This design comes from an exercise in tuning for small area and few clock cycles per item on the open sky130 flow, not from production work. Where RTL was checked, it was by simulation tests only, not by an equivalence proof against the original. Function not checked in run 4: the RTL went through the layout flow alone. Power figures rest on the tool's default switching activity, not on a simulated workload.

File: design/flow/run.sh
#!/bin/bash
# synth_recipe.tcl (not shown) runs the flow's synth.tcl, then flattens the netlist and writes it again
# the make line also repeats each setting of config.mk as NAME=value (left out here)
make -C /OpenROAD-flow-scripts/flow DESIGN_CONFIG=/design/flow/config.mk WORK_HOME=/design/flow/orfs CLKGATE_MAP_FILE= SYNTH_SCRIPT=/design/flow/synth_recipe.tcl finish
File: design/flow/config.mk
export PLATFORM = sky130hd
export DESIGN_NAME = line_edit_receive_buffer
export DESIGN_NICKNAME = line_edit_receive_buffer
export VERILOG_FILES = /design/flow/design.v
export SDC_FILE = /design/flow/constraint.sdc
export NUM_CORES = 4
export LEC_CHECK = 0
export CAP_MARGIN = 20
export CORE_MARGIN = 2
export CORE_UTILIZATION = 40
export SLEW_MARGIN = 20
File: design/flow/constraint.sdc
create_clock -name core_clock -period 4.5 [get_ports {i_clk}]
set_input_delay 0.9000 -clock core_clock [delete_from_list [all_inputs] [get_ports {i_clk}]]
set_output_delay 0.9000 -clock core_clock [all_outputs]
set_load 0.01 [all_outputs]
File: design/flow/design.v
`default_nettype none
package lerb_pkg;
    localparam int unsigned BYTE_W  = 8;
    localparam int unsigned COUNT_W = 7;
    localparam logic [BYTE_W-1:0] CODE_CR    = 8'h0D;
    localparam logic [BYTE_W-1:0] CODE_LF    = 8'h0A;
    localparam logic [BYTE_W-1:0] CODE_BS    = 8'h08;
    localparam logic [BYTE_W-1:0] CODE_DEL   = 8'h7F;
    localparam logic [BYTE_W-1:0] ECHO_ERASE = 8'h7F;
    localparam logic ACTION_RX   = 1'b0;
    localparam logic ACTION_READ = 1'b1;
    localparam int unsigned QUEUE_DEPTH = 2;
    localparam int unsigned QPTR_W      = 1;
    localparam int unsigned QCNT_W      = 2;
    typedef enum logic [1:0] {
        OP_TERM  = 2'd0,
        OP_ERASE = 2'd1,
        OP_PLAIN = 2'd2,
        OP_READ  = 2'd3
    } t_op;
    typedef struct packed {
        t_op               op;
        logic [BYTE_W-1:0] data;
    } t_cmd;
    typedef enum logic [1:0] {
        KIND_ECHO      = 2'd0,
        KIND_LINE      = 2'd1,
        KIND_EMPTY     = 2'd2,
        KIND_NOT_READY = 2'd3
    } t_kind;
endpackage
`default_nettype wire
`default_nettype none
module lerb_front (
    input  wire logic          i_clk,
    input  wire logic          i_rst_n,
    input  wire logic          i_valid,
    output logic               o_ready,
    input  wire logic          i_action,
    input  wire logic [7:0]    i_rx_byte,
    output logic               o_cmd_valid,
    input  wire logic          i_cmd_ready,
    output lerb_pkg::t_cmd     o_cmd
);
    logic r_valid;
    lerb_pkg::t_cmd r_cmd;
    lerb_pkg::t_cmd n_cmd;
    always_comb begin
        n_cmd.data = i_rx_byte;
        if (i_action == lerb_pkg::ACTION_READ) begin
            n_cmd.op = lerb_pkg::OP_READ;
        end else if (i_rx_byte == lerb_pkg::CODE_CR || i_rx_byte == lerb_pkg::CODE_LF) begin
            n_cmd.op = lerb_pkg::OP_TERM;
        end else if (i_rx_byte == lerb_pkg::CODE_BS || i_rx_byte == lerb_pkg::CODE_DEL) begin
            n_cmd.op = lerb_pkg::OP_ERASE;
        end else begin
            n_cmd.op = lerb_pkg::OP_PLAIN;
        end
    end
    assign o_ready     = !r_valid || i_cmd_ready;
    assign o_cmd_valid = r_valid;
    assign o_cmd       = r_cmd;
    always_ff @(posedge i_clk) begin
        if (!i_rst_n) begin
            r_valid <= 1'b0;
        end else begin
            if (i_valid && o_ready) begin
                r_valid <= 1'b1;
                r_cmd   <= n_cmd;
            end else if (i_cmd_ready) begin
                r_valid <= 1'b0;
            end
        end
    end
endmodule
`default_nettype wire
`default_nettype none
module lerb_queue (
    input  wire logic          i_clk,
    input  wire logic          i_rst_n,
    input  wire logic          i_push_valid,
    output logic               o_push_ready,
    input  wire lerb_pkg::t_cmd i_cmd,
    output logic               o_pop_valid,
    input  wire logic          i_pop_ready,
    output lerb_pkg::t_cmd     o_cmd
);
    logic [lerb_pkg::BYTE_W+1:0]        r_slot [lerb_pkg::QUEUE_DEPTH];
    logic [lerb_pkg::QPTR_W-1:0] r_wr_ptr;
    logic [lerb_pkg::QPTR_W-1:0] r_rd_ptr;
    logic [lerb_pkg::QCNT_W-1:0] r_count;
    logic              push;
    logic              pop;
    assign o_push_ready = (r_count != lerb_pkg::QCNT_W'(lerb_pkg::QUEUE_DEPTH));
    assign o_pop_valid  = (r_count != '0);
    assign o_cmd        = lerb_pkg::t_cmd'(r_slot[r_rd_ptr]);
    assign push         = i_push_valid && o_push_ready;
    assign pop          = o_pop_valid && i_pop_ready;
    always_ff @(posedge i_clk) begin
        if (push) begin
            r_slot[r_wr_ptr] <= i_cmd;
        end
    end
    always_ff @(posedge i_clk) begin
        if (!i_rst_n) begin
            r_wr_ptr <= '0;
            r_rd_ptr <= '0;
            r_count  <= '0;
        end else begin
            if (push) begin
                r_wr_ptr <= r_wr_ptr + 1'b1;
            end
            if (pop) begin
                r_rd_ptr <= r_rd_ptr + 1'b1;
            end
            if (push && !pop) begin
                r_count <= r_count + 1'b1;
            end else if (pop && !push) begin
                r_count <= r_count - 1'b1;
            end
        end
    end
endmodule
`default_nettype wire
`default_nettype none
module lerb_back #(
    parameter int unsigned BUFFER_DEPTH = 64
) (
    input  wire logic           i_clk,
    input  wire logic           i_rst_n,
    input  wire logic           i_cmd_valid,
    output logic                o_cmd_ready,
    input  wire lerb_pkg::t_cmd i_cmd,
    output logic                o_valid,
    input  wire logic           i_ready,
    output lerb_pkg::t_kind     o_kind,
    output logic [7:0]          o_out_byte,
    output logic                o_last,
    output logic [6:0]          o_line_count
);
    localparam int unsigned IDX_W  = $clog2(BUFFER_DEPTH);
    localparam int unsigned FILL_W = $clog2(BUFFER_DEPTH + 1);
    localparam int unsigned SUM_W  = FILL_W + 1;
    typedef enum logic [1:0] {
        S_IDLE,
        S_ERASE2,
        S_DRAIN
    } t_state;
    logic [lerb_pkg::BYTE_W-1:0] r_mem [BUFFER_DEPTH];
    logic [lerb_pkg::BYTE_W-1:0] r_rd_data;
    t_state             r_state,  n_state;
    logic [IDX_W-1:0]   r_oldest, n_oldest;
    logic [FILL_W-1:0]  r_fill,   n_fill;
    logic               r_line_ready, n_line_ready;
    logic [IDX_W-1:0]   r_rd_ptr, n_rd_ptr;
    logic [FILL_W-1:0]  r_cnt,    n_cnt;
    logic [lerb_pkg::BYTE_W-1:0]  r_erase,  n_erase;
    logic               r_out_valid, n_out_valid;
    lerb_pkg::t_kind              r_kind,   n_kind;
    logic [lerb_pkg::BYTE_W-1:0]  r_byte,   n_byte;
    logic               r_last,   n_last;
    logic [lerb_pkg::COUNT_W-1:0] r_count,  n_count;
    logic               can_load;
    logic               mem_we;
    logic               rd_en;
    logic [IDX_W-1:0]   rd_addr;
    logic [SUM_W-1:0]   wr_sum;
    logic [IDX_W-1:0]   wr_pos;
    logic [IDX_W-1:0]   ptr_inc;
    logic [FILL_W-1:0]  cnt_inc;
    logic               drain_last;
    assign can_load   = !r_out_valid || i_ready;
    assign wr_sum     = SUM_W'(r_oldest) + SUM_W'(r_fill);
    assign wr_pos     = (wr_sum >= SUM_W'(BUFFER_DEPTH))
                        ? IDX_W'(wr_sum - SUM_W'(BUFFER_DEPTH)) : IDX_W'(wr_sum);
    assign ptr_inc    = (r_rd_ptr == IDX_W'(BUFFER_DEPTH - 1)) ? '0 : r_rd_ptr + 1'b1;
    assign cnt_inc    = r_cnt + 1'b1;
    assign drain_last = (cnt_inc == r_fill);
    always_comb begin
        n_state      = r_state;
        n_oldest     = r_oldest;
        n_fill       = r_fill;
        n_line_ready = r_line_ready;
        n_rd_ptr     = r_rd_ptr;
        n_cnt        = r_cnt;
        n_erase      = r_erase;
        n_out_valid  = r_out_valid && !i_ready;
        n_kind       = r_kind;
        n_byte       = r_byte;
        n_last       = r_last;
        n_count      = r_count;
        o_cmd_ready  = 1'b0;
        mem_we       = 1'b0;
        rd_en        = 1'b0;
        rd_addr      = r_rd_ptr;
        case (r_state)
            S_IDLE: begin
                if (i_cmd_valid && can_load) begin
                    o_cmd_ready = 1'b1;
                    n_kind      = lerb_pkg::KIND_ECHO;
                    n_byte      = i_cmd.data;
                    n_last      = 1'b1;
                    n_count     = '0;
                    n_out_valid = 1'b1;
                    case (i_cmd.op)
                        lerb_pkg::OP_TERM: begin
                            n_line_ready = 1'b1;
                        end
                        lerb_pkg::OP_ERASE: begin
                            n_byte = lerb_pkg::ECHO_ERASE;
                            if (r_fill != '0) begin
                                n_fill  = r_fill - 1'b1;
                                n_last  = 1'b0;
                                n_erase = i_cmd.data;
                                n_state = S_ERASE2;
                            end
                        end
                        lerb_pkg::OP_PLAIN: begin
                            if (r_fill != FILL_W'(BUFFER_DEPTH)) begin
                                mem_we = 1'b1;
                                n_fill = r_fill + 1'b1;
                            end
                        end
                        lerb_pkg::OP_READ: begin
                            n_byte = '0;
                            if (!r_line_ready) begin
                                n_kind = lerb_pkg::KIND_NOT_READY;
                            end else if (r_fill == '0) begin
                                n_kind       = lerb_pkg::KIND_EMPTY;
                                n_line_ready = 1'b0;
                            end else begin
                                n_out_valid  = r_out_valid && !i_ready;
                                n_kind       = r_kind;
                                n_byte       = r_byte;
                                n_last       = r_last;
                                n_count      = r_count;
                                n_line_ready = 1'b0;
                                rd_en        = 1'b1;
                                rd_addr      = r_oldest;
                                n_rd_ptr     = r_oldest;
                                n_cnt        = '0;
                                n_state      = S_DRAIN;
                            end
                        end
                        default: begin
                            n_out_valid = r_out_valid && !i_ready;
                        end
                    endcase
                end
            end
            S_ERASE2: begin
                if (can_load) begin
                    n_kind      = lerb_pkg::KIND_ECHO;
                    n_byte      = r_erase;
                    n_last      = 1'b1;
                    n_count     = '0;
                    n_out_valid = 1'b1;
                    n_state     = S_IDLE;
                end
            end
            S_DRAIN: begin
                if (can_load) begin
                    n_kind      = lerb_pkg::KIND_LINE;
                    n_byte      = r_rd_data;
                    n_last      = drain_last;
                    n_count     = lerb_pkg::COUNT_W'(cnt_inc);
                    n_out_valid = 1'b1;
                    if (drain_last) begin
                        n_oldest = ptr_inc;
                        n_fill   = '0;
                        n_state  = S_IDLE;
                    end else begin
                        rd_en    = 1'b1;
                        rd_addr  = ptr_inc;
                        n_rd_ptr = ptr_inc;
                        n_cnt    = cnt_inc;
                    end
                end
            end
            default: begin
                n_state = S_IDLE;
            end
        endcase
    end
    always_ff @(posedge i_clk) begin
        if (mem_we) begin
            r_mem[wr_pos] <= i_cmd.data;
        end
        if (rd_en) begin
            r_rd_data <= r_mem[rd_addr];
        end
    end
    always_ff @(posedge i_clk) begin
        if (!i_rst_n) begin
            r_state      <= S_IDLE;
            r_oldest     <= '0;
            r_fill       <= '0;
            r_line_ready <= 1'b0;
            r_out_valid  <= 1'b0;
        end else begin
            r_state      <= n_state;
            r_oldest     <= n_oldest;
            r_fill       <= n_fill;
            r_line_ready <= n_line_ready;
            r_out_valid  <= n_out_valid;
            r_rd_ptr     <= n_rd_ptr;
            r_cnt        <= n_cnt;
            r_erase      <= n_erase;
            r_kind       <= n_kind;
            r_byte       <= n_byte;
            r_last       <= n_last;
            r_count      <= n_count;
        end
    end
    assign o_valid      = r_out_valid;
    assign o_kind       = r_kind;
    assign o_out_byte   = r_byte;
    assign o_last       = r_last;
    assign o_line_count = r_count;
endmodule
`default_nettype wire
`default_nettype none
module line_edit_receive_buffer #(
    parameter int unsigned BUFFER_DEPTH = 64
) (
    input  wire logic       i_clk,
    input  wire logic       i_rst_n,
    input  wire logic       i_valid,
    output logic            o_ready,
    input  wire logic       i_action,
    input  wire logic [7:0] i_rx_byte,
    output logic            o_valid,
    input  wire logic       i_ready,
    output logic [1:0]      o_kind,
    output logic [7:0]      o_out_byte,
    output logic            o_last,
    output logic [6:0]      o_line_count
);
    logic  front_valid;
    logic  front_ready;
    lerb_pkg::t_cmd  front_cmd;
    logic  queue_valid;
    logic  queue_ready;
    lerb_pkg::t_cmd  queue_cmd;
    lerb_pkg::t_kind back_kind;
    lerb_front u_front (
        .i_clk       (i_clk),
        .i_rst_n     (i_rst_n),
        .i_valid     (i_valid),
        .o_ready     (o_ready),
        .i_action    (i_action),
        .i_rx_byte   (i_rx_byte),
        .o_cmd_valid (front_valid),
        .i_cmd_ready (front_ready),
        .o_cmd       (front_cmd)
    );
    lerb_queue u_queue (
        .i_clk        (i_clk),
        .i_rst_n      (i_rst_n),
        .i_push_valid (front_valid),
        .o_push_ready (front_ready),
        .i_cmd        (front_cmd),
        .o_pop_valid  (queue_valid),
        .i_pop_ready  (queue_ready),
        .o_cmd        (queue_cmd)
    );
    lerb_back #(
        .BUFFER_DEPTH (BUFFER_DEPTH)
    ) u_back (
        .i_clk        (i_clk),
        .i_rst_n      (i_rst_n),
        .i_cmd_valid  (queue_valid),
        .o_cmd_ready  (queue_ready),
        .i_cmd        (queue_cmd),
        .o_valid      (o_valid),
        .i_ready      (i_ready),
        .o_kind       (back_kind),
        .o_out_byte   (o_out_byte),
        .o_last       (o_last),
        .o_line_count (o_line_count)
    );
    assign o_kind = back_kind;
endmodule
`default_nettype wire
==> qor.json, run 1 <==
{
  "timing.reg2reg.worst_path_depth": 15,
  "synth.area.top_cells": "sky130_fd_sc_hd__edfxtp_1 69%, sky130_fd_sc_hd__mux2i_1 13%, sky130_fd_sc_hd__dfxtp_1 1.8%",
  "rr_startpoint": "u_back.r_cnt[0]",
  "clock.fmax_ghz": 0.237,
  "postSynth.asyncResetShare_pct": 0,
  "synth_edf_count": 589,
  "clk_transition_reported_paths_ns": 0.06,
  "wl_per_cell_um": 23.3,
  "grt_antenna_before_repair": 3,
  "grt_first_pass_wirelength_um": 94700,
  "status": "no timing/DRC/antenna violations",
  "synth_top_flop_cell": "sky130_fd_sc_hd__edfxtp_1",
  "placement.setup.worst_slack_ns": 0.0243,
  "drv_cap": 0,
  "die-area_mm2": 0.0663,
  "reg_to_reg_critical_path_endpoint": "u_back.r_rd_data[4]",
  "rows": 92,
  "drt_first_iter_violations": 1615,
  "whs_endpoint": "u_queue.r_slot[1][5]",
  "cp_common_cell": "sky130_fd_sc_hd__buf_12",
  "synth_area_per_cell_um2": 15.8,
  "post_cts.resized_instances": 0,
  "holdCritStartpoint": "u_front.r_cmd[5]",
  "global_route.overflow_total": 0,
  "detailroute.via_count": 14800,
  "final_weighted_congestion_in_routability_driven_placement": 0.917,
  "route.detailed.drc": 0,
  "startpoint_type_of_the_worst_setup_path": "register",
  "tritoncts": "done",
  "crit_slowest_cell": "sky130_fd_sc_hd__edfxtp_1",
  "critPathBufInv": 4,
  "synth.yosys.seq_area_share_pct": 70.6,
  "finalPower_mw": 24.9,
  "slowest_delay_ns": 0.47,
  "fin_worst_skew_ns": 0.0120,
  "syn_inst": 1631,
  "tightest_slew_ns": 1.07,
  "critical_path.max_fanout": 24,
  "cts_setup_buffers": 0,
  "wl_um": 63600,
  "antenna_cells": 0,
  "synthesis.nets": 1667,
  "min_period_over_period_pct": 93.9,
  "netlist-cell-type-count": 69,
  "slew_margin_rel_pct": 28.4,
  "timing.hold.worst.class": "register to register",
  "vdd_drop_max_v": 0.000454,
  "dp_hpwl_um": 42300,
  "timing.critical_path.max_delay_family": "simple AND/OR/NAND/NOR gates",
  "die_height_um": 257,
  "grt_max_degree": 66,
  "cts_made_buffers": 61,
  "final_max_slew_viol_count": 0,
  "crit_chain": "ha_1, and3_1, xnor2_1, nor4_2, a21oi_1, a221oi_4, buf_12, buf_12, buf_12, mux2i_1, mux2i_1, nor3_1, nor4_1, buf_4, a211o_1",
  "post-synth-top-area-cell": "sky130_fd_sc_hd__edfxtp_1",
  "timing.critical_path.to_type": "register",
  "first_global_vias": 14600,
  "post-route-util_pct": 47.5,
  "final-instance-count-excl-fill": 2731,
  "share_of_the_synthesized_area_in_the_top_cell_type_pct": 68.8,
  "globalRouteTotalUtil_pct": 19.1,
  "timing_worst_setup_path_type": "register to register",
  "worstSkewPairLatency_ns": 0.63,
  "route.antenna.remaining_nets": 0,
  "finish.net_count": 1870,
  "numPlacedInstances": 2617,
  "num_io_pins": 33,
  "cts_hold_buf": 0,
  "ys.warnings.count": 3,
  "vias_per_cell": 5.42,
  "cts_max_level": 2,
  "netlist_area_before_placement_mm2": 0.0257,
  "yosys_register_bits": 612,
  "clock_tree.buffer_depth": 3,
  "drt_first_pass_iters": 7,
  "hold_ws_ns": 0.446,
  "hold_path_depth": 0,
  "worstPathArrival_ns": 4.60,
  "setup_ws_ns": 0.274,
  "clock_root_cell": "sky130_fd_sc_hd__clkbuf_16",
  "initial_utilization_pct": 40.6,
  "leakagePower_nw": 10.8,
  "reg2reg_slack_ns": 0.27,
  "die_span_x_um": 257,
  "design.core.area_mm2": 0.0633,
  "io_buffer_count": 32,
  "timing.final.setup_violations": 0,
  "finalWorstPathRequiredPeriod_ns": 4.23,
  "syn2layout_area_growth_pct": 17.1,
  "post_route_cells_drive_above_1_share_pct": 15.2,
  "pwr_density_cell_mw_per_mm2": 828,
  "cp.required_ns": 4.88,
  "rsz0062_at_grt": "false",
  "clock-sinks": 612,
  "number_of_failing_hold_endpoints_at_the_final_stage": 0
}
-- state kept, by name (all words and copies together) (netlist names), named ones only --
| register | count |
|---|---|
| u_back.r_last | 1 |
| u_back.r_erase | 8 |
| u_back.r_kind | 2 |
| u_back.r_cnt | 7 |
| u_back.r_mem | 512 |
| u_back.r_state | 2 |
| u_back.r_count | 7 |
| u_queue.r_wr_ptr | 1 |
| u_back.r_rd_data | 8 |
| u_front.r_valid | 1 |
| u_back.r_rd_ptr | 6 |
| u_front.r_cmd | 10 |
| u_back.r_byte | 8 |
| u_queue.r_slot | 20 |
| u_back.r_oldest | 6 |
| u_back.r_out_valid | 1 |
| u_queue.r_rd_ptr | 1 |
| u_back.r_fill | 7 |
| u_queue.r_count | 2 |
| u_back.r_line_ready | 1 |
-- cell type report --
type                    instances  area (um^2)
clock buffers                  84         1650
clock inverters                30          201
fillers                      5400        33200
inverters                      25         93.8
multi-input cells             922         7020
flip-flops and latches        612        18100
well taps                     846         1060
repair buffers                212         1910
-- power by group --
group / switching, mW / internal [mW] / leakage [nW]
Clock: 2.08 / 2.67 / 0.902
Combinational: 7.54 / 5.40 / 4.44
Sequential: 0.234 / 6.99 / 5.49
-- layer usage --
metal | routed length [um] | vias up | track usage (%) | share of wire, %
met5 | 0 | - | 0 | 0
met4 | 1970 | 0 | 6.52 | 3.1
met3 | 3890 | 106 | 3.07 | 6.1
met2 | 29200 | 465 | 30.0 | 46
met1 | 28500 | 7437 | 27.2 | 45
li1 | - | 6794 | - | -
-- Yosys cell counts (all sizes together) (11+ instances only) --
| cell type | count |
|---|---|
| a211oi | 18 |
| a21oi | 40 |
| a22oi | 20 |
| buf | 49 |
| clkbuf | 23 |
| dfxtp | 23 |
| edfxtp | 589 |
| ha | 21 |
| inv | 23 |
| mux2 | 11 |
| mux2i | 321 |
| nand2 | 59 |
| nand3 | 14 |
| nor2 | 113 |
| nor2b | 14 |
| nor3 | 43 |
| nor4 | 11 |
| o211ai | 28 |
| o21ai | 24 |
| o22ai | 49 |
| xnor2 | 20 |
| xor2 | 13 |
-- kinds of logic after synthesis --
| logic type | share of synthesized area [%] |
|---|---|
| fa+ha+maj | 1.18 |
| mux | 13.0 |
| flops | 70.6 |
| simple gates | 5.27 |
| compound gates | 6.69 |
| xor+xnor | 1.13 |
| buf+inv | 2.10 |
-- how the worst max path moves through the flow --
stage               startpoint                   to  depth (start not counted)
2_1_floorplan         register  u_back.r_rd_data[0]                         15
3_3_place_gp           i_ready  u_back.r_rd_data[3]                         13
3_5_place_dp           i_ready  u_back.r_rd_data[4]                         15
4_1_cts        u_back.r_cnt[0]  u_back.r_rd_data[4]                         14
5_1_grt               register  u_back.r_rd_data[7]                         14
6_report       u_back.r_cnt[0]  u_back.r_rd_data[4]                         15
-- cells in the final DEF (no fill, tap or decap), types with 4 or more instances in the layout --
master	Yosys	final
sky130_fd_sc_hd__a2111oi_0	7	7
sky130_fd_sc_hd__a211o_1	10	10
sky130_fd_sc_hd__a211oi_1	15	15
sky130_fd_sc_hd__a21o_1	8	8
sky130_fd_sc_hd__a21oi_1	40	39
sky130_fd_sc_hd__a221oi_1	8	8
sky130_fd_sc_hd__a22oi_1	20	20
sky130_fd_sc_hd__a31oi_1	4	4
sky130_fd_sc_hd__and2_1	5	5
sky130_fd_sc_hd__and3_1	6	6
sky130_fd_sc_hd__buf_12	0	19
sky130_fd_sc_hd__buf_4	17	161
sky130_fd_sc_hd__clkbuf_1	23	20
sky130_fd_sc_hd__clkbuf_16	0	62
sky130_fd_sc_hd__clkdlybuf4s50_1	0	32
sky130_fd_sc_hd__clkinv_1	2	18
sky130_fd_sc_hd__clkinv_2	0	8
sky130_fd_sc_hd__dfxtp_1	23	23
sky130_fd_sc_hd__edfxtp_1	589	589
sky130_fd_sc_hd__ha_1	21	21
sky130_fd_sc_hd__inv_1	22	22
sky130_fd_sc_hd__mux2_2	10	10
sky130_fd_sc_hd__mux2i_1	321	321
sky130_fd_sc_hd__nand2_1	58	58
sky130_fd_sc_hd__nand3_1	14	14
sky130_fd_sc_hd__nand3b_1	4	4
sky130_fd_sc_hd__nor2_1	112	111
sky130_fd_sc_hd__nor2b_1	14	14
sky130_fd_sc_hd__nor3_1	41	41
sky130_fd_sc_hd__nor4_1	10	10
sky130_fd_sc_hd__o211ai_1	27	27
sky130_fd_sc_hd__o21ai_0	23	23
sky130_fd_sc_hd__o21bai_1	10	10
sky130_fd_sc_hd__o22ai_1	49	49
sky130_fd_sc_hd__or3_1	5	5
sky130_fd_sc_hd__xnor2_1	20	20
sky130_fd_sc_hd__xor2_1	13	13
-- through the flow --
stage	cell area, um^2	setup TNS [ns]
2_1_floorplan	25700	0
3_3_place_gp	28200	-0.00132
3_5_place_dp	28200	0
4_1_cts	30100	0
5_1_grt	30100	0
6_report	30100	0
Testbench counts, summed over its fixed seeds: cycles 37,071, items 20,000.
==> inputs of run 2 (changes only) <==
==> design/flow/design.v (replaced) <==
`default_nettype none
module line_edit_receive_buffer (
    input  wire logic       i_clk,
    input  wire logic       i_rst_n,
    input  wire logic       i_valid,
    output logic            o_ready,
    input  wire logic       i_action,
    input  wire logic [7:0] i_rx_byte,
    output logic            o_valid,
    input  wire logic       i_ready,
    output logic [1:0]      o_kind,
    output logic [7:0]      o_out_byte,
    output logic            o_last,
    output logic [6:0]      o_line_count
);
    localparam logic [1:0] KIND_ECHO      = 2'd0;
    localparam logic [1:0] KIND_LINE      = 2'd1;
    localparam logic [1:0] KIND_EMPTY     = 2'd2;
    localparam logic [1:0] KIND_NOT_READY = 2'd3;
    logic       r_valid;
    logic       r_act;
    logic [7:0] r_byte;
    logic [6:0] r_fill;      
    logic       r_line;      
    logic       r_erase2;    
    logic [6:0] r_pos;       
    logic [7:0] r_mem [64];
    logic       is_term, is_erase, is_plain;
    logic       empty, full, drain, pos_last, erase1;
    logic       take, done;
    logic [6:0] fill_inc;
    logic [7:0] rd_byte;
    assign is_term  = !r_act && (r_byte == 8'h0D || r_byte == 8'h0A);
    assign is_erase = !r_act && (r_byte == 8'h08 || r_byte == 8'h7F);
    assign is_plain = !r_act && !is_term && !is_erase;
    assign empty    = (r_fill == 7'd0);
    assign full     = r_fill[6];
    assign drain    = r_act && r_line && !empty;
    assign pos_last = (r_pos == r_fill);
    assign erase1   = is_erase && !r_erase2 && !empty;
    assign fill_inc = r_fill + 7'd1;
    assign rd_byte  = r_mem[r_pos[5:0]];
    always_comb begin
        o_valid      = r_valid;
        o_kind       = KIND_ECHO;
        o_out_byte   = r_byte;
        o_last       = 1'b1;
        o_line_count = 7'd0;
        if (r_act) begin
            o_out_byte = 8'h00;
            if (!r_line) begin
                o_kind = KIND_NOT_READY;
            end else if (empty) begin
                o_kind = KIND_EMPTY;
            end else begin
                o_kind       = KIND_LINE;
                o_out_byte   = rd_byte;
                o_last       = pos_last;
                o_line_count = r_pos;
            end
        end else if (is_erase && !r_erase2) begin
            o_out_byte = 8'h7F;
            o_last     = empty;
        end
    end
    assign take    = r_valid && i_ready;
    assign done    = take && o_last;
    assign o_ready = !r_valid || done;
    always_ff @(posedge i_clk) begin
        if (take && is_plain && !full) begin
            r_mem[fill_inc[5:0]] <= r_byte;
        end
    end
    always_ff @(posedge i_clk) begin
        if (o_ready) begin
            r_act  <= i_action;
            r_byte <= i_rx_byte;
        end
    end
    always_ff @(posedge i_clk) begin
        if (!i_rst_n) begin
            r_valid  <= 1'b0;
            r_fill   <= 7'd0;
            r_line   <= 1'b0;
            r_erase2 <= 1'b0;
            r_pos    <= 7'd1;
        end else begin
            if (o_ready) begin
                r_valid <= i_valid;
            end
            if (take) begin
                if (is_plain && !full) begin
                    r_fill <= fill_inc;
                end
                if (is_term) begin
                    r_line <= 1'b1;
                end
                if (erase1) begin
                    r_fill   <= r_fill - 7'd1;
                    r_erase2 <= 1'b1;
                end
                if (done) begin
                    r_erase2 <= 1'b0;
                end
                if (r_act && r_line) begin
                    if (empty || pos_last) begin
                        r_line <= 1'b0;
                        r_fill <= 7'd0;
                        r_pos  <= 7'd1;
                    end else begin
                        r_pos  <= r_pos + 7'd1;
                    end
                end
            end
        end
    end
endmodule
`default_nettype wire
==> run 2 against run 1 <==
Effect of this change:
- register-to-register slack gained 0.56 ns
- wire length shrank 17%
- maximum frequency shrank 3.3%
- clock skew grew 0.027 ns
- first-iteration DRC count shrank 37%
- die area shrank 15%
- sequential cell count shrank 68
- largest power group is now registers
- highest routed layer unchanged
==> qor.json, run 2 <==
{
  "status": "no timing/DRC/antenna violations",
  "hold_path_depth": {"value": 2, "change": "+2"},
  "cts_made_buffers": {"value": 56, "change": "-8.2%"},
  "final_max_slew_viol_count": {"value": 0, "change": "unchanged"},
  "synthesis.nets": {"value": 1225, "change": "-27%"},
  "post-route-util": {"value": 47.0, "unit": "%", "change": "-0.57 points"},
  "vdd_drop_max": {"value": 0.000303, "unit": "V", "change": "-33%"},
  "wl_per_cell": {"value": 25.4, "unit": "um", "change": "+8.9%"},
  "clock_tree.buffer_depth": {"value": 3, "change": "unchanged"},
  "final-instance-count-excl-fill": {"value": 2079, "change": "-24%"},
  "globalRouteTotalUtil": {"value": 18.7, "unit": "%", "change": "-0.40 points"},
  "reg2reg_slack": {"value": 0.83, "unit": "ns", "change": "+0.56 ns"},
  "first_global_vias": {"value": 11700, "change": "-20%"},
  "clock-sinks": {"value": 544, "change": "-11%"},
  "timing.reg2reg.worst_path_depth": {"value": 6, "change": "-9"},
  "die-area": {"value": 0.0564, "unit": "mm^2", "change": "-15%"},
  "netlist-cell-type-count": {"value": 61, "change": "-12%"},
  "antenna_cells": {"value": 0, "change": "unchanged"},
  "grt_antenna_before_repair": {"value": 1, "change": "-2"},
  "placement.setup.worst_slack": {"value": 0.491, "unit": "ns", "change": "+0.467 ns"},
  "post-synth-top-area-cell": "sky130_fd_sc_hd__edfxtp_1",
  "synth.area.top_cells": "sky130_fd_sc_hd__edfxtp_1 72%, sky130_fd_sc_hd__mux4_2 8.8%, sky130_fd_sc_hd__mux2i_1 4.7%",
  "global_route.overflow_total": {"value": 0, "change": "unchanged"},
  "tritoncts": "done",
  "startpoint_type_of_the_worst_setup_path": "register",
  "fin_worst_skew": {"value": 0.0387, "unit": "ns", "change": "+0.0267 ns"},
  "finish.net_count": {"value": 1355, "change": "-28%"},
  "drv_cap": {"value": 0, "change": "unchanged"},
  "grt_max_degree": {"value": 66, "change": "unchanged"},
  "wl": {"value": 52700, "unit": "um", "change": "-17%"},
  "dp_hpwl": {"value": 33200, "unit": "um", "change": "-21%"},
  "syn2layout_area_growth_pct": 16.1,
  "post_route_cells_drive_above_1_share": {"value": 20.5, "unit": "%", "change": "+5.2 points"},
  "postSynth.asyncResetShare": {"value": 0, "unit": "%", "change": "unchanged"},
  "drt_first_iter_violations": {"value": 1025, "change": "-37%"},
  "route.antenna.remaining_nets": {"value": 0, "change": "unchanged"},
  "min_period_over_period": {"value": 97.1, "unit": "%", "change": "+3.2 points"},
  "reg_to_reg_critical_path_endpoint": "r_mem[37][7]",
  "finalWorstPathRequiredPeriod": {"value": 4.37, "unit": "ns", "change": "+0.144 ns"},
  "die_span_x": {"value": 238, "unit": "um", "change": "-7.7%"},
  "route.detailed.drc": {"value": 0, "change": "unchanged"},
  "vias_per_cell": {"value": 5.64, "change": "+4.0%"},
  "synth_top_flop_cell": "sky130_fd_sc_hd__edfxtp_1",
  "leakagePower": {"value": 7.87, "unit": "nW", "change": "-27%"},
  "ys.warnings.count": {"value": 1, "change": "-2"},
  "synth_edf_count": {"value": 521, "change": "-12%"},
  "final_weighted_congestion_in_routability_driven_placement": {"value": 0.818, "change": "-11%"},
  "yosys-top-cells-count": "521 x sky130_fd_sc_hd__edfxtp_1, 102 x sky130_fd_sc_hd__mux2i_1, 89 x sky130_fd_sc_hd__nor2_1, 85 x sky130_fd_sc_hd__mux4_2, 45 x sky130_fd_sc_hd__nand2_1",
  "timing.final.setup_violations": {"value": 0, "change": "unchanged"},
  "holdCritStartpoint": "r_erase2",
  "timing.critical_path.to_type": "primary output",
  "nFillCells": {"value": 4474, "change": "-17%"},
  "timing_worst_setup_path_type": "register to primary output",
  "layout.cells.most_common_list": "521 x sky130_fd_sc_hd__edfxtp_1, 102 x sky130_fd_sc_hd__mux2i_1, 99 x sky130_fd_sc_hd__buf_4",
  "setup_ws": {"value": 0.129, "unit": "ns", "change": "-0.144 ns"},
  "num_io_pins": {"value": 33, "change": "unchanged"},
  "rsz0062_at_grt": "true",
  "syn_inst": {"value": 1208, "change": "-26%"},
  "synth_area_per_cell": {"value": 18.1, "unit": "um^2", "change": "+15%"},
  "timing.hold.worst.class": "register to register",
  "worstSkewPairLatency": {"value": 0.63, "unit": "ns", "change": "about the same"},
  "synth.yosys.seq_area_share": {"value": 73.8, "unit": "%", "change": "+3.2 points"},
  "clock.fmax": {"value": 0.229, "unit": "GHz", "change": "-3.3%"},
  "netlist_area_before_placement": {"value": 0.0218, "unit": "mm^2", "change": "-15%"},
  "synthMostInstantiatedCell": "sky130_fd_sc_hd__edfxtp_1",
  "pwr_density_cell": {"value": 403, "unit": "mW/mm^2", "change": "-51%"},
  "critical_path.max_fanout": {"value": 16, "change": "-33%"},
  "number_of_failing_hold_endpoints_at_the_final_stage": {"value": 0, "change": "unchanged"},
  "whs_endpoint": "r_erase2",
  "hold_ws": {"value": 0.552, "unit": "ns", "change": "+0.106 ns"},
  "yosys_register_bits": {"value": 544, "change": "-11%"},
  "cp.required": {"value": 3.60, "unit": "ns", "change": "-1.28 ns"},
  "rr_startpoint": "r_byte[2]",
  "worstPathArrival": {"value": 3.47, "unit": "ns", "change": "-1.13 ns"},
  "io_buffer_count": {"value": 32, "change": "unchanged"},
  "most_frequent_standard_cell_in_the_layout_excluding_fill_and_tap_cells": "sky130_fd_sc_hd__edfxtp_1",
  "flip_flop_count_of_the_largest_register_all_copies_and_words_added": {"value": 512, "change": "unchanged"},
  "clock_root_cell": "sky130_fd_sc_hd__clkbuf_16",
  "rows": {"value": 85, "change": "-7.6%"},
  "design.core.area": {"value": 0.0539, "unit": "mm^2", "change": "-15%"},
  "numPlacedInstances": {"value": 1973, "change": "-25%"},
  "initial_utilization": {"value": 40.5, "unit": "%", "change": "-0.12 points"},
  "detailroute.via_count": {"value": 11700, "change": "-21%"},
  "clk_transition_reported_paths": {"value": 0.06, "unit": "ns", "change": "about the same"},
  "grt_first_pass_wirelength": {"value": 77200, "unit": "um", "change": "-18%"},
  "share_of_the_synthesized_area_in_the_top_cell_type": {"value": 71.7, "unit": "%", "change": "+2.9 points"},
  "tightest_slew": {"value": 1.14, "unit": "ns", "change": "+0.0775 ns"},
  "die_height": {"value": 238, "unit": "um", "change": "-7.7%"},
  "drt_first_pass_iters": {"value": 5, "change": "-2"},
  "slew_margin_rel": {"value": 23.8, "unit": "%", "change": "-4.6 points"},
  "cts_max_level": {"value": 2, "change": "unchanged"}
}
run 2: cells by family after synthesis:
group                      share of synthesized area (%)
DFF                                                 73.8
AOI/OAI and AO/OA                                   5.12
adders and majority gates                          0.229
xor gates and xnor gates                           0.642
buffers and inverters                               1.50
and+or+nand+nor                                     5.06
muxes                                               13.6
run 2: how the worst max path moves through the flow:
stage / start / end / slack [ns] / cells past startpoint
6_report: register / o_out_byte[1] / 0.13 / 6
5_1_grt: register / o_out_byte[3] / -0.004 / 6
4_1_cts: register / o_out_byte[5] / 0.06 / 7
2_1_floorplan: r_byte[3] / o_ready / 1.00 / 6
3_5_place_dp: r_byte[2] / o_out_byte[0] / 0.49 / 6
3_3_place_gp: r_fill[1] / o_out_byte[7] / 0.48 / 8
run 2: report_power, final:
group	leakage, nW	internal, mW	switching [mW]	total, mW
clock	0.830	2.45	1.92	4.37
sequential	4.88	5.58	0.0161	5.59
combinational	2.16	0.0599	0.174	0.234
total	7.87	8.08	2.11	10.2
run 2: final cells by class:
class                           count  area (um^2)  share of cell area, %
Sequential cell                   544        16100                   63.7
Multi-Input combinational cell    591         5420                   21.4
Clock buffer                       75         1490                   5.90
Timing Repair Buffer              137         1170                   4.62
Tap cell                          696          871                   3.44
Clock inverter                     28          223                  0.880
Inverter                            8         30.0                  0.119
run 2: per-layer routing:
metal / GRT usage (%) / wire (um)
met5: 0 / 0
met4: 4.97 / 1220
met3: 2.91 / 3010
met2: 29.8 / 24800
met1: 27.1 / 23700
run 2: repair_timing:
action	CTS	global route
hold buffers	0	0
pin swaps	0	0
buffers inserted	1	1
gates resized for setup	6	7
setup endpoints to repair	8	8
run 2: through the flow:
step                      setup TNS, ns  power, mW  cell area (um^2)
after detailed placement              0       5.93             23500
after CTS                             0       10.3             25300
final                                 0       10.2             25300
after global placement                0       5.92             23500
after floorplan                       0       5.81             21800
after global routing           -0.00790       10.5             25300
run 2: critical path: stages (launching register included):
cell                              delay, ns
sky130_fd_sc_hd__dfxtp_4               0.51
sky130_fd_sc_hd__buf_4                 0.38
sky130_fd_sc_hd__mux4_2                0.55
sky130_fd_sc_hd__a22oi_1               0.31
sky130_fd_sc_hd__nand3_1               0.18
sky130_fd_sc_hd__a221o_1               0.42
sky130_fd_sc_hd__clkdlybuf4s50_1       0.49
Testbench counts of run 2, summed over its fixed seeds: cycles 36,371, items 20,000.
==> inputs of run 3 (changes only) <==
--- a/design/flow/design.v
+++ b/design/flow/design.v
@@ -1 +1,32 @@
+`default_nettype none
+module lerb_slot_dec (
+    input  wire logic [5:0]  i_addr,
+    input  wire logic        i_wr_en,
+    output logic [63:0]      o_sel_n,
+    output logic [63:0]      o_wr
+);
+    always_comb begin
+        for (int i = 0; i < 64; i++) begin
+            o_sel_n[i] = !(i_addr == 6'(i));
+            o_wr[i]    = i_wr_en && (i_addr == 6'(i));
+        end
+    end
+endmodule
+module lerb_slot_next (
+    input  wire logic [7:0] i_q,
+    input  wire logic       i_wr,
+    input  wire logic       i_sel_n,
+    input  wire logic [7:0] i_x,
+    output logic [7:0]      o_d
+);
+    assign o_d = ~((i_q | {8{i_wr}}) & ({8{i_sel_n}} | i_x));
+endmodule
+module lerb_read_col (
+    input  wire logic [63:0] i_q,
+    input  wire logic [63:0] i_sel_n,
+    output logic             o_bit
+);
+    assign o_bit = &(i_q | i_sel_n);
+endmodule
+`default_nettype wire
 `default_nettype none
@@ -26,3 +57,11 @@
     logic [6:0] r_pos;       
+    logic       r_phase;
     logic [7:0] r_mem [64];
+    logic [7:0] mem_d [64];
+    logic [5:0]  slot;       
+    logic [63:0] sel_n;      
+    logic [63:0] wr_sel;     
+    logic [7:0]  wr_x;
+    logic        wr_en;
+    logic [7:0]  rd_q;
     logic       is_term, is_erase, is_plain;
@@ -41,3 +80,3 @@
     assign fill_inc = r_fill + 7'd1;
-    assign rd_byte  = r_mem[r_pos[5:0]];
+    assign rd_byte  = rd_q ^ {8{r_phase}};
     always_comb begin
@@ -68,5 +107,41 @@
     assign o_ready = !r_valid || done;
+    assign wr_en = take && is_plain && !full;
+    assign wr_x  = wr_en ? (r_byte ^ {8{r_phase}}) : 8'hFF;
+    assign slot  = r_act ? r_pos[5:0] : fill_inc[5:0];
+    lerb_slot_dec u_dec (
+        .i_addr  (slot),
+        .i_wr_en (wr_en),
+        .o_sel_n (sel_n),
+        .o_wr    (wr_sel)
+    );
+    for (genvar i = 0; i < 64; i++) begin : g_slot
+        lerb_slot_next u_next (
+            .i_q     (r_mem[i]),
+            .i_wr    (wr_sel[i]),
+            .i_sel_n (sel_n[i]),
+            .i_x     (wr_x),
+            .o_d     (mem_d[i])
+        );
+    end
+    for (genvar b = 0; b < 8; b++) begin : g_col
+        logic [63:0] col;
+        for (genvar i = 0; i < 64; i++) begin : g_bit
+            assign col[i] = r_mem[i][b];
+        end
+        lerb_read_col u_read (
+            .i_q     (col),
+            .i_sel_n (sel_n),
+            .o_bit   (rd_q[b])
+        );
+    end
     always_ff @(posedge i_clk) begin
-        if (take && is_plain && !full) begin
-            r_mem[fill_inc[5:0]] <= r_byte;
+        if (!i_rst_n) begin
+            r_phase <= 1'b0;
+        end else begin
+            r_phase <= !r_phase;
+        end
+    end
+    always_ff @(posedge i_clk) begin
+        for (int i = 0; i < 64; i++) begin
+            r_mem[i] <= mem_d[i];
         end
==> run 3 against run 2 <==
Effect of this change:
- now fails the layout checks on setup timing
- die area fell by 5.0%
- hold slack got worse by 0.12 ns
- final cell count rose by 50%
- register-to-register slack got worse by 0.25 ns
- largest cell class unchanged
- largest power group unchanged
==> qor.json, run 3 <==
{
  "share_of_the_synthesized_area_in_the_top_cell_type": {"value": 51.2, "unit": "%", "change": "-20 points"},
  "route.met2.wl": {"value": 37400, "unit": "um", "change": "+51%"},
  "startpoint_type_of_the_worst_setup_path": "register",
  "synthMostInstantiatedCell": "sky130_fd_sc_hd__o22ai_1",
  "setup_ws": {"value": -0.347, "unit": "ns", "change": "-0.476 ns"},
  "finish.net_count": {"value": 2415, "change": "+78%"},
  "first_global_vias": {"value": 19800, "change": "+70%"},
  "syn_inst": {"value": 2132, "change": "+76%"},
  "slowest_delay": {"value": 0.50, "unit": "ns", "change": "-0.05 ns"},
  "timing.critical_path.to_type": "primary output",
  "post_dp_cell_area": {"value": 0.0238, "unit": "mm^2", "change": "+0.97%"},
  "cts_max_level": {"value": 2, "change": "unchanged"},
  "die_span_x": {"value": 232, "unit": "um", "change": "-2.5%"},
  "slew_margin_rel": {"value": 37.7, "unit": "%", "change": "+14 points"},
  "fin_worst_skew": {"value": 0.0295, "unit": "ns", "change": "-0.00919 ns"},
  "drt_first_pass_iters": {"value": 5, "change": "unchanged"},
  "cts_made_buffers": {"value": 55, "change": "-1.8%"},
  "placement.setup.worst_slack": {"value": -0.478, "unit": "ns", "change": "-0.969 ns"},
  "route.detailed.drc": {"value": 0, "change": "unchanged"},
  "synth_top_flop_cell": "sky130_fd_sc_hd__dfxtp_1",
  "route.antenna.remaining_nets": {"value": 0, "change": "unchanged"},
  "clock-sinks": {"value": 539, "change": "-0.92%"},
  "final_weighted_congestion_in_routability_driven_placement": {"value": 1.00, "change": "+23%"},
  "io_buffer_count": {"value": 32, "change": "unchanged"},
  "cp.required": {"value": 3.60, "unit": "ns", "change": "about the same"},
  "vias_per_cell": {"value": 6.59, "change": "+17%"},
  "grt_first_pass_wirelength": {"value": 130000, "unit": "um", "change": "+69%"},
  "rows": {"value": 83, "change": "-2.4%"},
  "synth_edf_count": {"value": 9, "change": "-98%"},
  "post-route-util": {"value": 53.5, "unit": "%", "change": "+6.5 points"},
  "pwr_density_cell": {"value": 411, "unit": "mW/mm^2", "change": "+2.0%"},
  "vdd_drop_max": {"value": 0.000333, "unit": "V", "change": "+9.7%"},
  "rsz0062_at_grt": "true",
  "flip_flop_count_of_the_largest_register_all_copies_and_words_added": {"value": 512, "change": "unchanged"},
  "netlist_area_before_placement": {"value": 0.0207, "unit": "mm^2", "change": "-5.1%"},
  "layout.failed_checks": "setup timing",
  "detailroute.via_count": {"value": 20600, "change": "+76%"},
  "drt_first_iter_violations": {"value": 2487, "change": "+140%"},
  "timing.hold.worst.class": "register to register",
  "synthesis.nets": {"value": 2149, "change": "+75%"},
  "die-area": {"value": 0.0536, "unit": "mm^2", "change": "-5.0%"},
  "top_signal_layer_used": "met4",
  "clock.fmax": {"value": 0.206, "unit": "GHz", "change": "-9.8%"},
  "met3_length": {"value": 7650, "unit": "um", "change": "+150%"},
  "post_route_cells_drive_above_1_share": {"value": 26.8, "unit": "%", "change": "+6.3 points"},
  "number_of_failing_hold_endpoints_at_the_final_stage": {"value": 0, "change": "unchanged"},
  "min_period_over_period": {"value": 108, "unit": "%", "change": "+11 points"},
  "finalWorstPathRequiredPeriod": {"value": 4.85, "unit": "ns", "change": "+0.476 ns"},
  "synth.area.top_cells": "sky130_fd_sc_hd__dfxtp_1 51%, sky130_fd_sc_hd__o22ai_1 20%, sky130_fd_sc_hd__buf_2 2.4%",
  "drv_cap": {"value": 0, "change": "unchanged"},
  "grt_antenna_before_repair": {"value": 0, "change": "-1"},
  "grt_max_degree": {"value": 65, "change": "-1.5%"},
  "worstSkewPairLatency": {"value": 0.63, "unit": "ns", "change": "about the same"},
  "tightest_slew": {"value": 0.934, "unit": "ns", "change": "-0.210 ns"},
  "crit_slowest_cell": "sky130_fd_sc_hd__nor4_4",
  "design.core.area": {"value": 0.0513, "unit": "mm^2", "change": "-4.9%"},
  "netlist-cell-type-count": {"value": 89, "change": "+46%"},
  "globalRouteTotalUtil": {"value": 32.2, "unit": "%", "change": "+13 points"},
  "synth.yosys.seq_area_share": {"value": 52.5, "unit": "%", "change": "-21 points"},
  "yosys_register_bits": {"value": 539, "change": "-0.92%"},
  "num_io_pins": {"value": 33, "change": "unchanged"},
  "status": "finished with violations",
  "clock_root_cell": "sky130_fd_sc_hd__clkbuf_16",
  "initial_utilization": {"value": 40.4, "unit": "%", "change": "-0.083 points"},
  "final_max_slew_viol_count": {"value": 0, "change": "unchanged"},
  "leakagePower": {"value": 10.3, "unit": "nW", "change": "+31%"},
  "crit_chain": "buf_12, nor2b_2, mux2i_4, buf_4, nand3_2, buf_6, buf_4, o22ai_1, o21ai_1, nand4_1, nor4_4, xnor2_1, o21ai_1, buf_2",
  "postSynth.asyncResetShare": {"value": 0, "unit": "%", "change": "unchanged"},
  "synth_area_per_cell": {"value": 9.72, "unit": "um^2", "change": "-46%"},
  "timing.final.setup_violations": {"value": 8, "change": "+8"},
  "worstPathArrival": {"value": 3.95, "unit": "ns", "change": "+0.48 ns"},
  "tritoncts": "done",
  "finalPower": {"value": 11.3, "unit": "mW", "change": "+11%"},
  "final-instance-count-excl-fill": {"value": 3124, "change": "+50%"},
  "dp_hpwl": {"value": 60800, "unit": "um", "change": "+83%"},
  "timing_worst_setup_path_type": "register to primary output",
  "finalInstanceArea": {"value": 0.0275, "unit": "mm^2", "change": "+8.4%"},
  "die_height": {"value": 232, "unit": "um", "change": "-2.5%"},
  "wl": {"value": 87700, "unit": "um", "change": "+66%"},
  "wl_per_cell": {"value": 28.1, "unit": "um", "change": "+11%"},
  "most_frequent_standard_cell_in_the_layout_excluding_fill_and_tap_cells": "sky130_fd_sc_hd__o22ai_1",
  "layout.cells.most_common_list": "644 x sky130_fd_sc_hd__o22ai_1, 526 x sky130_fd_sc_hd__dfxtp_1, 273 x sky130_fd_sc_hd__buf_4",
  "clock_tree.buffer_depth": {"value": 3, "change": "unchanged"},
  "clk_transition_reported_paths": {"value": 0.06, "unit": "ns", "change": "about the same"},
  "antenna_cells": {"value": 0, "change": "unchanged"},
  "drt_met1_wl": {"value": 37800, "unit": "um", "change": "+59%"},
  "numPlacedInstances": {"value": 2976, "change": "+51%"},
  "ys.warnings.count": {"value": 5, "change": "+4"},
  "global_route.overflow_total": {"value": 0, "change": "unchanged"},
  "yosys-top-cells-count": "658 x sky130_fd_sc_hd__o22ai_1, 530 x sky130_fd_sc_hd__dfxtp_1, 124 x sky130_fd_sc_hd__nor2_1, 100 x sky130_fd_sc_hd__buf_2, 71 x sky130_fd_sc_hd__nand2_1",
  "syn2layout_area_growth_pct": 32.5,
  "critical_path.max_fanout": {"value": 11, "change": "-5"},
  "post-synth-top-area-cell": "sky130_fd_sc_hd__dfxtp_1"
}
-- run 3: kinds of logic (layout without fill, tap and decap cells) --
kind of cell             count (synthesis)  in the layout  synth area share (%)
AO/OA/AOI/OAI                          890            890                  28.4
flip-flops                             539            539                  52.5
AND/OR/NAND/NOR                        465            465                  12.2
buffers and inverters                  192            504                  4.61
XOR/XNOR                                32             32                  1.43
multiplexers                            10             10                 0.568
adder cells (fa/ha/maj)                  4              4                 0.242
-- run 3: path summary, 6_finish.rpt --
check                     from             to  slack, ns  cells after the start
setup reg to reg         r_act   r_mem[21][4]       0.58                      8
hold / removal    r_mem[53][5]   r_mem[53][5]       0.43                      1
setup / recovery         r_act  o_out_byte[2]      -0.35                     14
hold reg to reg   r_mem[53][5]   r_mem[53][5]       0.43                      1
-- run 3: cell type report --
class                   instances  area [um^2]
clock buffers                  81         1660
fillers                      4599        23900
inverters                       8         30.0
well taps                     680          851
clock inverters                22          233
repair buffers                393         3770
multi-input cells            1401        10000
flip-flops and latches        539        10900
-- run 3: power breakdown --
part           internal [mW]  switching [mW]  total, mW
clock                   2.77            1.97       4.74
combinational          0.583           0.727       1.31
sequential              5.03           0.192       5.23
total                   8.39            2.89       11.3
-- run 3: timing repair --
action	4_1_cts	5_1_grt
hold buffers	0	0
setup endpoints to repair	9	9
buffers inserted	36	10
resized for setup	256	45
gates cloned	5	1
pin swaps	75	39
-- run 3: critical path, delay by kind of cell, from the launching register on --
| kind | cells | cell delay, ns |
|---|---|---|
| AND/OR/NAND/NOR | 4 | 1.17 |
| flip-flops | 1 | 0.45 |
| AO/OA/AOI/OAI | 3 | 0.54 |
| XOR/XNOR | 1 | 0.14 |
| multiplexers | 1 | 0.14 |
| buffers and inverters | 5 | 0.90 |
-- run 3: routing by layer --
layer	up-vias	global-route usage [%]
met4	0	16.5
met1	10200	44.8
met5	-	0
met3	240	5.81
met2	1093	47.7
li1	9038	-
-- run 3: stage by stage --
stage                     hold slack [ns]  TNS (ns)
after detailed placement            0.420     -2.64
after global placement              0.413     -2.64
after CTS                           0.429     -2.00
final                               0.434     -2.22
after floorplan                     0.402         0
after global routing                0.443     -2.89
Testbench counts of run 3, summed over its fixed seeds: cycles 36,371, items 20,000.
==> inputs of run 4 (changes only) <==
--- a/design/flow/design.v
+++ b/design/flow/design.v
@@ -57,5 +57,6 @@
     logic [6:0] r_pos;       
-    logic       r_phase;
-    logic [7:0] r_mem [64];
-    logic [7:0] mem_d [64];
+    logic [7:0] r_rd;        
+    logic        r_phase;
+    logic [7:0]  r_mem [64];
+    logic [7:0]  mem_d [64];
     logic [5:0]  slot;       
@@ -69,4 +70,3 @@
     logic       take, done;
-    logic [6:0] fill_inc;
-    logic [7:0] rd_byte;
+    logic [6:0] fill_inc, pos_inc;
     assign is_term  = !r_act && (r_byte == 8'h0D || r_byte == 8'h0A);
@@ -80,3 +80,3 @@
     assign fill_inc = r_fill + 7'd1;
-    assign rd_byte  = rd_q ^ {8{r_phase}};
+    assign pos_inc  = r_pos + 7'd1;
     always_comb begin
@@ -95,3 +95,3 @@
                 o_kind       = KIND_LINE;
-                o_out_byte   = rd_byte;
+                o_out_byte   = r_rd;
                 o_last       = pos_last;
@@ -107,5 +107,5 @@
     assign o_ready = !r_valid || done;
-    assign wr_en = take && is_plain && !full;
-    assign wr_x  = wr_en ? (r_byte ^ {8{r_phase}}) : 8'hFF;
-    assign slot  = r_act ? r_pos[5:0] : fill_inc[5:0];
+    assign wr_en = is_plain && !full;
+    assign wr_x  = (r_act || full) ? 8'hFF : (r_byte ^ {8{r_phase}});
+    assign slot  = r_act ? pos_inc[5:0] : fill_inc[5:0];
     lerb_slot_dec u_dec (
@@ -149,2 +149,9 @@
     always_ff @(posedge i_clk) begin
+        if (empty && is_plain) begin
+            r_rd <= r_byte;
+        end else if (take && drain && !pos_last) begin
+            r_rd <= rd_q ^ {8{r_phase}};
+        end
+    end
+    always_ff @(posedge i_clk) begin
         if (o_ready) begin
@@ -166,3 +173,3 @@
             if (take) begin
-                if (is_plain && !full) begin
+                if (wr_en) begin
                     r_fill <= fill_inc;
@@ -185,3 +192,3 @@
                     end else begin
-                        r_pos  <= r_pos + 7'd1;
+                        r_pos  <= pos_inc;
                     end
==> run 4 against run 3 <==
Effect of this change:
- still fails the layout checks on setup timing
- clock power grew 1%
- worst setup slack better by 0.31 ns
- sequential cell count grew 8
- die area increased by 3.2%
- synthesized cell count increased by 6.6%
- power rose by 4.9%
- count of clock-buffer cells in the layout up 2
- sequential share of layout area grew 5.3 points
- final cell count is 2.7% lower
- critical path type is now register to register
- critical endpoint is now r_rd[5]
==> qor.json, run 4 <==
{
  "synth_area_per_cell": {"value": 9.41, "unit": "um^2", "change": "-3.2%"},
  "clock.fmax": {"value": 0.220, "unit": "GHz", "change": "+6.8%"},
  "synth_top_flop_cell": "sky130_fd_sc_hd__dfxtp_1",
  "detailroute.via_count": {"value": 20900, "change": "+1.3%"},
  "clk_transition_reported_paths": {"value": 0.07, "unit": "ns", "change": "about the same"},
  "route.detailed.drc": {"value": 0, "change": "unchanged"},
  "grt_first_pass_wirelength": {"value": 133000, "unit": "um", "change": "+1.7%"},
  "finalPower": {"value": 11.8, "unit": "mW", "change": "+4.9%"},
  "multi_input_area": {"value": 0.00946, "unit": "mm^2", "change": "-5.6%"},
  "vdd_drop_max": {"value": 0.000347, "unit": "V", "change": "+4.2%"},
  "min_period_over_period": {"value": 101, "unit": "%", "change": "-6.8 points"},
  "worstSkewPairLatency": {"value": 0.63, "unit": "ns", "change": "about the same"},
  "tightest_slew": {"value": 1.22, "unit": "ns", "change": "+0.284 ns"},
  "first_global_vias": {"value": 19300, "change": "-2.3%"},
  "setup_ws": {"value": -0.0390, "unit": "ns", "change": "+0.308 ns"},
  "drt_first_iter_violations": {"value": 2879, "change": "+16%"},
  "most_frequent_standard_cell_in_the_layout_excluding_fill_and_tap_cells": "sky130_fd_sc_hd__o22ai_1",
  "pwr_density_cell": {"value": 478, "unit": "mW/mm^2", "change": "+16%"},
  "rsz0062_at_grt": "false",
  "synth.area.top_cells": "sky130_fd_sc_hd__dfxtp_1 50%, sky130_fd_sc_hd__o22ai_1 19%, sky130_fd_sc_hd__nor2_1 3.4%",
  "synth_edf_count": {"value": 17, "change": "+8"},
  "grt_antenna_before_repair": {"value": 4, "change": "+4"},
  "tritoncts": "done",
  "die-area": {"value": 0.0553, "unit": "mm^2", "change": "+3.2%"},
  "yosys-top-cells-count": "656 x sky130_fd_sc_hd__o22ai_1, 530 x sky130_fd_sc_hd__dfxtp_1, 194 x sky130_fd_sc_hd__nor2_1, 124 x sky130_fd_sc_hd__nand2_1, 103 x sky130_fd_sc_hd__clkbuf_1",
  "drv_cap": {"value": 0, "change": "unchanged"},
  "nFillCells": {"value": 4975, "change": "+8.2%"},
  "globalRouteTotalUtil": {"value": 31.3, "unit": "%", "change": "-0.92 points"},
  "final_weighted_congestion_in_routability_driven_placement": {"value": 1.02, "change": "+1.6%"},
  "flip_flop_count_of_the_largest_register_all_copies_and_words_added": {"value": 512, "change": "unchanged"},
  "route.antenna.remaining_nets": {"value": 0, "change": "unchanged"},
  "rows": {"value": 84, "change": "+1.2%"},
  "tns": {"value": -0.0390, "unit": "ns", "change": "+2.18 ns"},
  "drt_first_pass_iters": {"value": 6, "change": "+1"},
  "clock_tree.buffer_depth": {"value": 3, "change": "unchanged"},
  "yosys_register_bits": {"value": 547, "change": "+1.5%"},
  "ys.warnings.count": {"value": 5, "change": "unchanged"},
  "syn_inst": {"value": 2273, "change": "+6.6%"},
  "timing.final.setup_violations": {"value": 1, "change": "-7"},
  "timing_worst_setup_path_type": "register to register",
  "clock-sinks": {"value": 547, "change": "+1.5%"},
  "syn2layout_area_growth_pct": 15.7,
  "antenna_cells": {"value": 0, "change": "unchanged"},
  "post_route_cells_drive_above_1_share": {"value": 11.5, "unit": "%", "change": "-15 points"},
  "cp.required": {"value": 4.88, "unit": "ns", "change": "+1.28 ns"},
  "num_io_pins": {"value": 33, "change": "unchanged"},
  "clock_root_cell": "sky130_fd_sc_hd__clkbuf_16",
  "cts_max_level": {"value": 2, "change": "unchanged"},
  "dp_hpwl": {"value": 61900, "unit": "um", "change": "+1.9%"},
  "netlist-cell-type-count": {"value": 88, "change": "-1.1%"},
  "finalWorstPathRequiredPeriod": {"value": 4.54, "unit": "ns", "change": "-0.308 ns"},
  "post_dp_cell_area": {"value": 0.0229, "unit": "mm^2", "change": "-3.7%"},
  "timing.hold.worst.class": "register to register",
  "worstPathArrival": {"value": 4.92, "unit": "ns", "change": "+0.97 ns"},
  "slew_margin_rel": {"value": 18.8, "unit": "%", "change": "-19 points"},
  "wl_per_cell": {"value": 29.7, "unit": "um", "change": "+5.7%"},
  "design.core.area": {"value": 0.0527, "unit": "mm^2", "change": "+2.6%"},
  "io_buffer_count": {"value": 32, "change": "unchanged"},
  "wl": {"value": 90200, "unit": "um", "change": "+2.8%"},
  "cts_hold_buf": {"value": 0, "change": "unchanged"},
  "die_span_x": {"value": 235, "unit": "um", "change": "+1.6%"},
  "share_of_the_synthesized_area_in_the_top_cell_type": {"value": 49.6, "unit": "%", "change": "-1.6 points"},
  "synth.yosys.seq_area_share": {"value": 52.0, "unit": "%", "change": "-0.51 points"},
  "register_area": {"value": 0.0111, "unit": "mm^2", "change": "+2.1%"},
  "finalInstanceArea": {"value": 0.0247, "unit": "mm^2", "change": "-9.9%"},
  "layout.cells.most_common_list": "656 x sky130_fd_sc_hd__o22ai_1, 530 x sky130_fd_sc_hd__dfxtp_1, 191 x sky130_fd_sc_hd__nor2_1",
  "global_route.overflow_total": {"value": 0, "change": "unchanged"},
  "fin_worst_skew": {"value": 0.0226, "unit": "ns", "change": "-0.00691 ns"},
  "die_height": {"value": 235, "unit": "um", "change": "+1.6%"},
  "status": "finished with violations",
  "leakagePower": {"value": 8.78, "unit": "nW", "change": "-15%"},
  "cts_setup_buffers": {"value": 0, "change": "-100%"},
  "finish.net_count": {"value": 2326, "change": "-3.7%"},
  "final_max_slew_viol_count": {"value": 0, "change": "unchanged"},
  "initial_utilization": {"value": 40.6, "unit": "%", "change": "+0.23 points"},
  "startpoint_type_of_the_worst_setup_path": "register",
  "postSynth.asyncResetShare": {"value": 0, "unit": "%", "change": "unchanged"},
  "cts_made_buffers": {"value": 55, "change": "unchanged"},
  "netlist_area_before_placement": {"value": 0.0214, "unit": "mm^2", "change": "+3.2%"},
  "synthesis.nets": {"value": 2290, "change": "+6.6%"},
  "number_of_failing_hold_endpoints_at_the_final_stage": {"value": 0, "change": "unchanged"},
  "critical_path.max_fanout": {"value": 16, "change": "+5"},
  "synthMostInstantiatedCell": "sky130_fd_sc_hd__o22ai_1",
  "post_cts.resized_instances": {"value": 0, "change": "-100%"},
  "timing.critical_path.to_type": "register",
  "grt_max_degree": {"value": 69, "change": "+6.2%"},
  "post-synth-top-area-cell": "sky130_fd_sc_hd__dfxtp_1",
  "layout.failed_checks": "setup timing",
  "vias_per_cell": {"value": 6.86, "change": "+4.1%"}
}
## run 4: cell types whose count changed in the layout (fill, tap and decap cells not counted), sizes merged, moves of 23 or more
cell   before  now
a21oi      19   42
buf       367  128
nor3       14   42
nor2      126  197
nor4       68   16
nand3      30   53
nand2      75  124
## run 4: worst paths after layout
check	slack, ns	depth (start not counted)	to	start
max reg2reg	-0.04	10	r_rd[5]	r_fill[2]
min	0.43	1	r_mem[20][6]	r_mem[20][6]
min reg2reg	0.43	1	r_mem[20][6]	r_mem[20][6]
max	-0.04	10	r_rd[5]	r_fill[2]
## run 4: cell type report
class / instances / area share [%]
clock buffers: 83 / 6.52
well taps: 688 / 3.48
multi-input cells: 1530 / 38.2
inverters: 15 / 0.228
flip-flops and latches: 547 / 44.9
clock inverters: 17 / 1.02
repair buffers: 160 / 5.58
## run 4: cells by family (layout without fill, tap and decap cells)
logic type	count (synthesis)	in the layout	synth area share [%]
compound gates	919	919	28.5
xor+xnor	26	26	1.33
fa+ha+maj	4	4	0.234
buf+inv	196	275	4.08
flops	547	547	52.0
mux	24	24	1.22
simple gates	557	557	12.6
## run 4: per-layer routing
layer / track usage [%] / up-vias / share of wire [%]
met4: 13.9 / 6 / 4.8
met5: 0 / - / 0.043
li1: - / 9026 / -
met2: 46.2 / 1247 / 43
met1: 44.4 / 10400 / 43
met3: 5.73 / 224 / 9.5
## run 4: worst max-delay path: stages (launching register included)
cell,delay (ns)
sky130_fd_sc_hd__dfxtp_1,0.78
sky130_fd_sc_hd__a311oi_1,0.18
sky130_fd_sc_hd__a41o_2,0.35
sky130_fd_sc_hd__a21oi_4,0.59
sky130_fd_sc_hd__buf_4,0.31
sky130_fd_sc_hd__mux2i_1,0.40
sky130_fd_sc_hd__o32ai_1,0.17
sky130_fd_sc_hd__a311oi_1,0.92
sky130_fd_sc_hd__nand4_1,0.26
sky130_fd_sc_hd__mux2i_1,0.24
sky130_fd_sc_hd__nand2_1,0.06
## run 4: per-stage QoR
step | std cells | utilization (%) | hold slack (ns) | worst slack [ns]
final | 3040 | 47.0 | 0.428 | -0.0390
after global routing | 3040 | 47.0 | 0.439 | 0.0299
after CTS | 3040 | 47.0 | 0.429 | 0.0663
after detailed placement | 2940 | 43.4 | 0.421 | 0.0943
after global placement | 2940 | 43.4 | 0.414 | 0.0968
after floorplan | 2273 | - | 0.402 | 1.11
## run 4: where the power goes
part	internal [mW]	switching, mW	total [mW]
Combinational	0.466	0.917	1.38
Sequential	5.35	0.295	5.65
Clock	2.81	1.99	4.80
Total	8.63	3.21	11.8

[port drivers added, routing unchanged]
The results above use ideal ports. As a check the final layouts listed here were re-extracted and re-timed, cells and wires unchanged.
Step 1 assumes that a clkbuf_16 drives the clock port and a buf_2 every other input.
Step 2 adds t to the input delays and takes it off the output delays; t is the mean of the earliest and latest rising clock arrival at the registers after step 1. Input paths then give back, and output paths get back, about the clock's delay inside the block.
Slacks: ideal ports / drivers / drivers and shift; pairs: ideal ports / drivers.
run	t, ns	setup slack, ns	hold WS [ns]	worst setup path at the end
run 1	0.679	0.274 / 0.274 / 0.001	0.446 / 0.446 / 0.446	input to register
run 2	0.667	0.129 / 0.076 / 0.743	0.552 / 0.552 / 0.552	register to output
run 3	0.675	-0.347 / -0.407 / 0.269	0.434 / 0.434 / 0.434	register to output
run 4	0.675	-0.039 / -0.039 / -0.039	0.428 / 0.428 / 0.428	register to register
For run 1, which loses most, drivers alone change the setup slack by 0.000 ns; drivers and shift together by -0.273 ns.
